From an optimization exercise on the open Yosys and OpenROAD flow, aimed at small area, a short achievable clock period and few clock cycles per item; shortcuts taken in it are not production practice.
No activity file was given, so power comes from the tool's default toggle rates.

## trial 33
==> flow/design.v <==
`default_nettype none
package pipe_pkg;
    typedef logic [4:0] reg_addr_t;
    typedef logic [31:0] word_t;
    typedef logic [31:0] inst_addr_t;
    typedef logic [31:0] data_addr_t;
    typedef enum logic [3:0] {
        ADD = 4'd0,
        SUB = 4'd1,
        AND = 4'd2,
        OR  = 4'd3,
        XOR = 4'd4,
        SLT = 4'd5,
        SLL = 4'd6,
        SRL = 4'd7,
        BEQ = 4'd8,
        BNE = 4'd9,
        LW  = 4'd10,
        SW  = 4'd11,
        NOP = 4'd12
    } cmd_t;
    typedef struct packed {
        cmd_t       cmd;
        inst_addr_t pc;
        word_t      rs1;
        word_t      rs2;
        word_t      imm;
        reg_addr_t  rd;
    } issue_t;
    typedef struct packed {
        cmd_t       cmdtype;
        reg_addr_t  rsd_addr;
        word_t      rsd_data;
        logic       write_rsd;
        logic       branch;
        inst_addr_t branch_address;
        data_addr_t mem_addr;
        logic       mem_read;
    } ex_mem_t;
    typedef struct packed {
        reg_addr_t rd;
        word_t     data;
    } wb_t;
    typedef logic [5:0] stall_t;
    localparam int STALL_EX  = 3;
    localparam int STALL_MEM = 4;
endpackage
`default_nettype wire
`timescale 1ns/1ps
`default_nettype none
module ex_mem_top #(
    parameter int DMEM_WORDS = 16
) (
    input  logic        clk_in,
    input  logic        reset,
    input  logic        rdy_in,
    input  logic [3:0]  issue_cmd,
    input  logic [31:0] issue_pc,
    input  logic [31:0] issue_rs1,
    input  logic [31:0] issue_rs2,
    input  logic [31:0] issue_imm,
    input  logic [4:0]  issue_rd,
    input  logic        issue_strobe,
    output logic        ex_busy,
    output logic [4:0]  wb_rd,
    output logic [31:0] wb_data,
    output logic        wb_strobe,
    output logic        branch_taken,
    output logic [31:0] branch_target
);
    localparam logic [3:0] C_ADD = 4'd0;
    localparam logic [3:0] C_SUB = 4'd1;
    localparam logic [3:0] C_AND = 4'd2;
    localparam logic [3:0] C_OR  = 4'd3;
    localparam logic [3:0] C_XOR = 4'd4;
    localparam logic [3:0] C_SLT = 4'd5;
    localparam logic [3:0] C_SLL = 4'd6;
    localparam logic [3:0] C_SRL = 4'd7;
    localparam logic [3:0] C_BEQ = 4'd8;
    localparam logic [3:0] C_BNE = 4'd9;
    localparam logic [3:0] C_LW  = 4'd10;
    localparam logic [3:0] C_SW  = 4'd11;
    assign ex_busy = !rdy_in;
    logic accept;
    assign accept = issue_strobe && rdy_in;
    logic        d_br, d_sll, d_shift, d_inv, d_sw, d_wb, d_taken;
    logic [31:0] d_rs1, d_a, d_b, d_g;
    logic [5:0]  d_addr;
    always_comb begin
        d_br    = (issue_cmd == C_BEQ) || (issue_cmd == C_BNE);
        d_sll   = (issue_cmd == C_SLL);
        d_shift = (issue_cmd == C_SLL) || (issue_cmd == C_SRL);
        d_inv   = (issue_cmd == C_SUB) || (issue_cmd == C_SLT);
        d_sw    = (issue_cmd == C_SW);
        d_wb    = (issue_cmd <= C_SRL) || (issue_cmd == C_LW);
        d_taken = ((issue_rs1 == issue_rs2) == (issue_cmd == C_BEQ)) && d_br;
        d_addr  = issue_rs1[5:0] + issue_imm[5:0];
        for (int i = 0; i < 32; i++) d_rs1[i] = d_sll ? issue_rs1[31-i] : issue_rs1[i];
        if (d_shift && issue_rs2[4]) d_rs1 = {16'd0, d_rs1[31:16]};
        if (d_shift && issue_rs2[3]) d_rs1 = {8'd0, d_rs1[31:8]};
        if (d_shift && issue_rs2[2]) d_rs1 = {4'd0, d_rs1[31:4]};
        d_a = d_br ? issue_pc : (d_sw ? 32'd0 : issue_rs1);
        d_b = d_br ? issue_imm : (d_inv ? ~issue_rs2 : issue_rs2);
        d_g = d_shift ? d_rs1 : (d_a & d_b);
    end
    logic        s_wb, s_br, s_sw;
    logic [31:0] s_g, s_p;
    logic        s_cin, s_g0, s_and, s_xor;
    logic        s_sum, s_slt, s_srl, s_sll;
    logic [15:0] s_sel;
    logic [1:0]  s_sh;
    logic [4:0]  s_rd;
    always_ff @(posedge clk_in) begin
        if (reset) begin
            s_wb <= 1'b0;
            s_br <= 1'b0;
            s_sw <= 1'b0;
        end else begin
            s_wb <= accept && d_wb;
            s_br <= accept && d_taken;
            s_sw <= accept && d_sw;
        end
    end
    always_ff @(posedge clk_in) begin
        s_g   <= d_g;
        s_p   <= d_a ^ d_b;
        s_cin <= d_inv;
        s_g0  <= (d_a[0] ^ d_b[0]) ? d_inv : d_a[0];
        s_and <= (issue_cmd == C_AND) || (issue_cmd == C_OR);
        s_xor <= (issue_cmd == C_XOR) || (issue_cmd == C_OR);
        s_sum <= (issue_cmd == C_ADD) || (issue_cmd == C_SUB) || d_br;
        s_slt <= (issue_cmd == C_SLT);
        s_srl <= (issue_cmd == C_SRL);
        s_sll <= d_sll;
        for (int w = 0; w < 16; w++)
            s_sel[w] <= (d_addr[5:2] == 4'(w)) && ((issue_cmd == C_LW) || d_sw);
        s_sh  <= issue_rs2[1:0];
        s_rd  <= issue_rd;
    end
    logic [31:0] dmem [DMEM_WORDS];
    logic [31:0] gn, pg, pp, ng, np, sum, lg, sh, sh_rev, rdata, result;
    logic        lt;
    int          j;
    always_comb begin
        gn = s_g;
        pg = gn;
        pp = s_p;
        pg[0] = s_g0;
        for (int l = 0; l < 5; l++) begin
            ng = pg;
            np = pp;
            for (int i = 0; i < 32; i++) begin
                if ((i >> l) & 1) begin
                    j = ((i >> l) << l) - 1;
                    ng[i] = pg[i] | (pp[i] & pg[j]);
                    np[i] = pp[i] & pp[j];
                end
            end
            pg = ng;
            pp = np;
        end
        sum = s_p ^ {pg[30:0], s_cin};
        lg  = ({32{s_and}} & gn) | ({32{s_xor}} & s_p);
        lt  = s_p[31] ? !pg[30] : s_g[31];
        sh  = s_g >> s_sh;
        for (int i = 0; i < 32; i++) sh_rev[i] = sh[31-i];
        rdata = '0;
        for (int w = 0; w < 16; w++) rdata = rdata | ({32{s_sel[w]}} & dmem[w]);
        result = ({32{s_sum}} & sum) | lg | {31'd0, s_slt & lt} |
                 ({32{s_srl}} & sh) | ({32{s_sll}} & sh_rev) |
                 rdata;
    end
    always_ff @(posedge clk_in) begin
        for (int w = 0; w < 16; w++) begin
            if (s_sw && s_sel[w]) dmem[w] <= s_p;
        end
    end
    logic        pend_wb, pend_br;
    logic [31:0] res;
    logic [4:0]  res_rd;
    always_ff @(posedge clk_in) begin
        if (reset) begin
            wb_strobe    <= 1'b0;
            branch_taken <= 1'b0;
            pend_wb      <= 1'b0;
            pend_br      <= 1'b0;
        end else begin
            wb_strobe    <= rdy_in && (s_wb || pend_wb);
            branch_taken <= rdy_in && (s_br || pend_br);
            pend_wb      <= !rdy_in && (s_wb || pend_wb);
            pend_br      <= !rdy_in && (s_br || pend_br);
        end
    end
    always_ff @(posedge clk_in) begin
        if (s_wb || s_br) begin
            res    <= result;
            res_rd <= s_rd;
        end
    end
    assign wb_data       = res;
    assign branch_target = res;
    assign wb_rd         = res_rd;
endmodule
`default_nettype wire
clock: 5.0 ns
lec_check: 0
cap_margin: 20
core_margin: 2
core_utilization: 60
cts_buf_list: sky130_fd_sc_hd__clkbuf_8
cts_cluster_diameter: 50
cts_cluster_size: 16
setup_slack_margin: 2.8
slew_margin: 20
tns_end_percent: 100
standard.sh (not shown) runs the stock make flow with config.mk's settings and CLKGATE_MAP_FILE= SYNTH_SCRIPT=/design/flow/synth_recipe.tcl, a recipe that flattens the netlist after the stock synthesis.
==> flow/flow/run.sh <==
#!/bin/bash
# Standard ORFS layout (the standard.sh, unchanged synthesis), with two
# make settings: the port buffers start as buf_1 (the resizer may still
# upsize them), and clock tree synthesis inserts no dummy loads.
set -euo pipefail
bash standard.sh \
  BUFFER_PORTS_ARGS="-buffer_cell sky130_fd_sc_hd__buf_1" \
  CTS_ARGS="-sink_clustering_enable -repair_clock_nets -sink_clustering_size 16 -sink_clustering_max_diameter 50 -buf_list sky130_fd_sc_hd__clkbuf_8 -dont_use_dummy_load" \
  MATCH_CELL_FOOTPRINT=0 \
  finish > standard_make.log 2>&1
Inputs modified between trial 33 and build 94:
--- a/flow/design.v
+++ b/flow/design.v
@@ -85,5 +85,6 @@
     assign accept = issue_strobe && rdy_in;
     logic        d_br, d_sll, d_shift, d_inv, d_sw, d_wb, d_taken;
-    logic [31:0] d_rs1, d_a, d_b, d_g;
+    logic        d_and, d_or, d_logic;
+    logic [31:0] d_rs1, d_a, d_b, d_g, d_p;
     logic [5:0]  d_addr;
     always_comb begin
@@ -93,4 +94,7 @@
         d_inv   = (issue_cmd == C_SUB) || (issue_cmd == C_SLT);
         d_sw    = (issue_cmd == C_SW);
+        d_and   = (issue_cmd == C_AND);
+        d_or    = (issue_cmd == C_OR);
+        d_logic = d_and || d_or || (issue_cmd == C_XOR);
         d_wb    = (issue_cmd <= C_SRL) || (issue_cmd == C_LW);
         d_taken = ((issue_rs1 == issue_rs2) == (issue_cmd == C_BEQ)) && d_br;
@@ -102,9 +106,10 @@
         d_a = d_br ? issue_pc : (d_sw ? 32'd0 : issue_rs1);
         d_b = d_br ? issue_imm : (d_inv ? ~issue_rs2 : issue_rs2);
-        d_g = d_shift ? d_rs1 : (d_a & d_b);
+        d_g = d_shift ? d_rs1 : (d_logic ? 32'd0 : (d_a & d_b));
+        d_p = d_and ? (d_a & d_b) : (d_or ? (d_a | d_b) : (d_a ^ d_b));
     end
     logic        s_wb, s_br, s_sw;
     logic [31:0] s_g, s_p;
-    logic        s_cin, s_g0, s_and, s_xor;
+    logic        s_cin, s_g0;
     logic        s_sum, s_slt, s_srl, s_sll;
     logic [15:0] s_sel;
@@ -124,10 +129,8 @@
     always_ff @(posedge clk_in) begin
         s_g   <= d_g;
-        s_p   <= d_a ^ d_b;
+        s_p   <= d_p;
         s_cin <= d_inv;
-        s_g0  <= (d_a[0] ^ d_b[0]) ? d_inv : d_a[0];
-        s_and <= (issue_cmd == C_AND) || (issue_cmd == C_OR);
-        s_xor <= (issue_cmd == C_XOR) || (issue_cmd == C_OR);
-        s_sum <= (issue_cmd == C_ADD) || (issue_cmd == C_SUB) || d_br;
+        s_g0  <= (d_a[0] ^ d_b[0]) ? d_inv : (d_a[0] && !d_logic);
+        s_sum <= (issue_cmd == C_ADD) || (issue_cmd == C_SUB) || d_br || d_logic;
         s_slt <= (issue_cmd == C_SLT);
         s_srl <= (issue_cmd == C_SRL);
@@ -139,5 +142,5 @@
     end
     logic [31:0] dmem [DMEM_WORDS];
-    logic [31:0] gn, pg, pp, ng, np, sum, lg, sh, sh_rev, rdata, result;
+    logic [31:0] gn, pg, pp, ng, np, sum, sh, sh_rev, rdata, result;
     logic        lt;
     int          j;
@@ -161,5 +164,4 @@
         end
         sum = s_p ^ {pg[30:0], s_cin};
-        lg  = ({32{s_and}} & gn) | ({32{s_xor}} & s_p);
         lt  = s_p[31] ? !pg[30] : s_g[31];
         sh  = s_g >> s_sh;
@@ -167,5 +169,5 @@
         rdata = '0;
         for (int w = 0; w < 16; w++) rdata = rdata | ({32{s_sel[w]}} & dmem[w]);
-        result = ({32{s_sum}} & sum) | lg | {31'd0, s_slt & lt} |
+        result = ({32{s_sum}} & sum) | {31'd0, s_slt & lt} |
                  ({32{s_srl}} & sh) | ({32{s_sll}} & sh_rev) |
                  rdata;
### Flow results
Build 94 packs its core tighter than trial 33.
Power: build 94 > trial 33
Taking trial 33 as the reference, in build 94 synthesized cell count grew by 6.5%, total routed wirelength went down about 1.5%, number of antenna violations at the first check in global routing now smaller, post-synthesis average cell area now sits lower, via total after detailed routing rose 491.
Build 94 against trial 33: ratio of cells with drive above 1 in the final layout now sits at about the same level; fraction of met2 tracks used by global routing now sits lower; cell area now sits higher; post-synthesis compound-gate area fraction now sits higher.
No functional check of the RTL was part of any run of this note.

-- separate check: timing with driven ports --
No port has a modelled driver above. Below, the same layouts with a new extraction and two added sets of constraints. Step 1 sets driving cells, clkbuf_16 on the clock port and buf_2 on the other inputs (assumed; they add their load-dependent delay and slew). Step 2 adds t to the input delays and takes it off the output delays; t is the mean of the earliest and latest rising clock arrival at the registers after step 1. Input paths then give back, and output paths get back, about the clock's delay inside the block. a / b / c = ideal / step 1 / step 2; a / b = the first two.
run | t (ns) | slack for setup (ns) | hold slack, ns | worst register clock-pin slew, ns
trial 33 | 0.722 | 2.566 / 2.566 / 2.043 | 0.359 / 0.324 / 0.413 | 0.10 / 0.10
build 94 | 0.705 | 2.270 / 2.270 / 1.973 | 0.370 / 0.370 / 0.370 | 0.10 / 0.10
After both steps every run listed still meets setup and hold. For trial 33, which loses most, drivers alone change the setup slack by 0.000 ns; drivers and shift together by -0.523 ns.
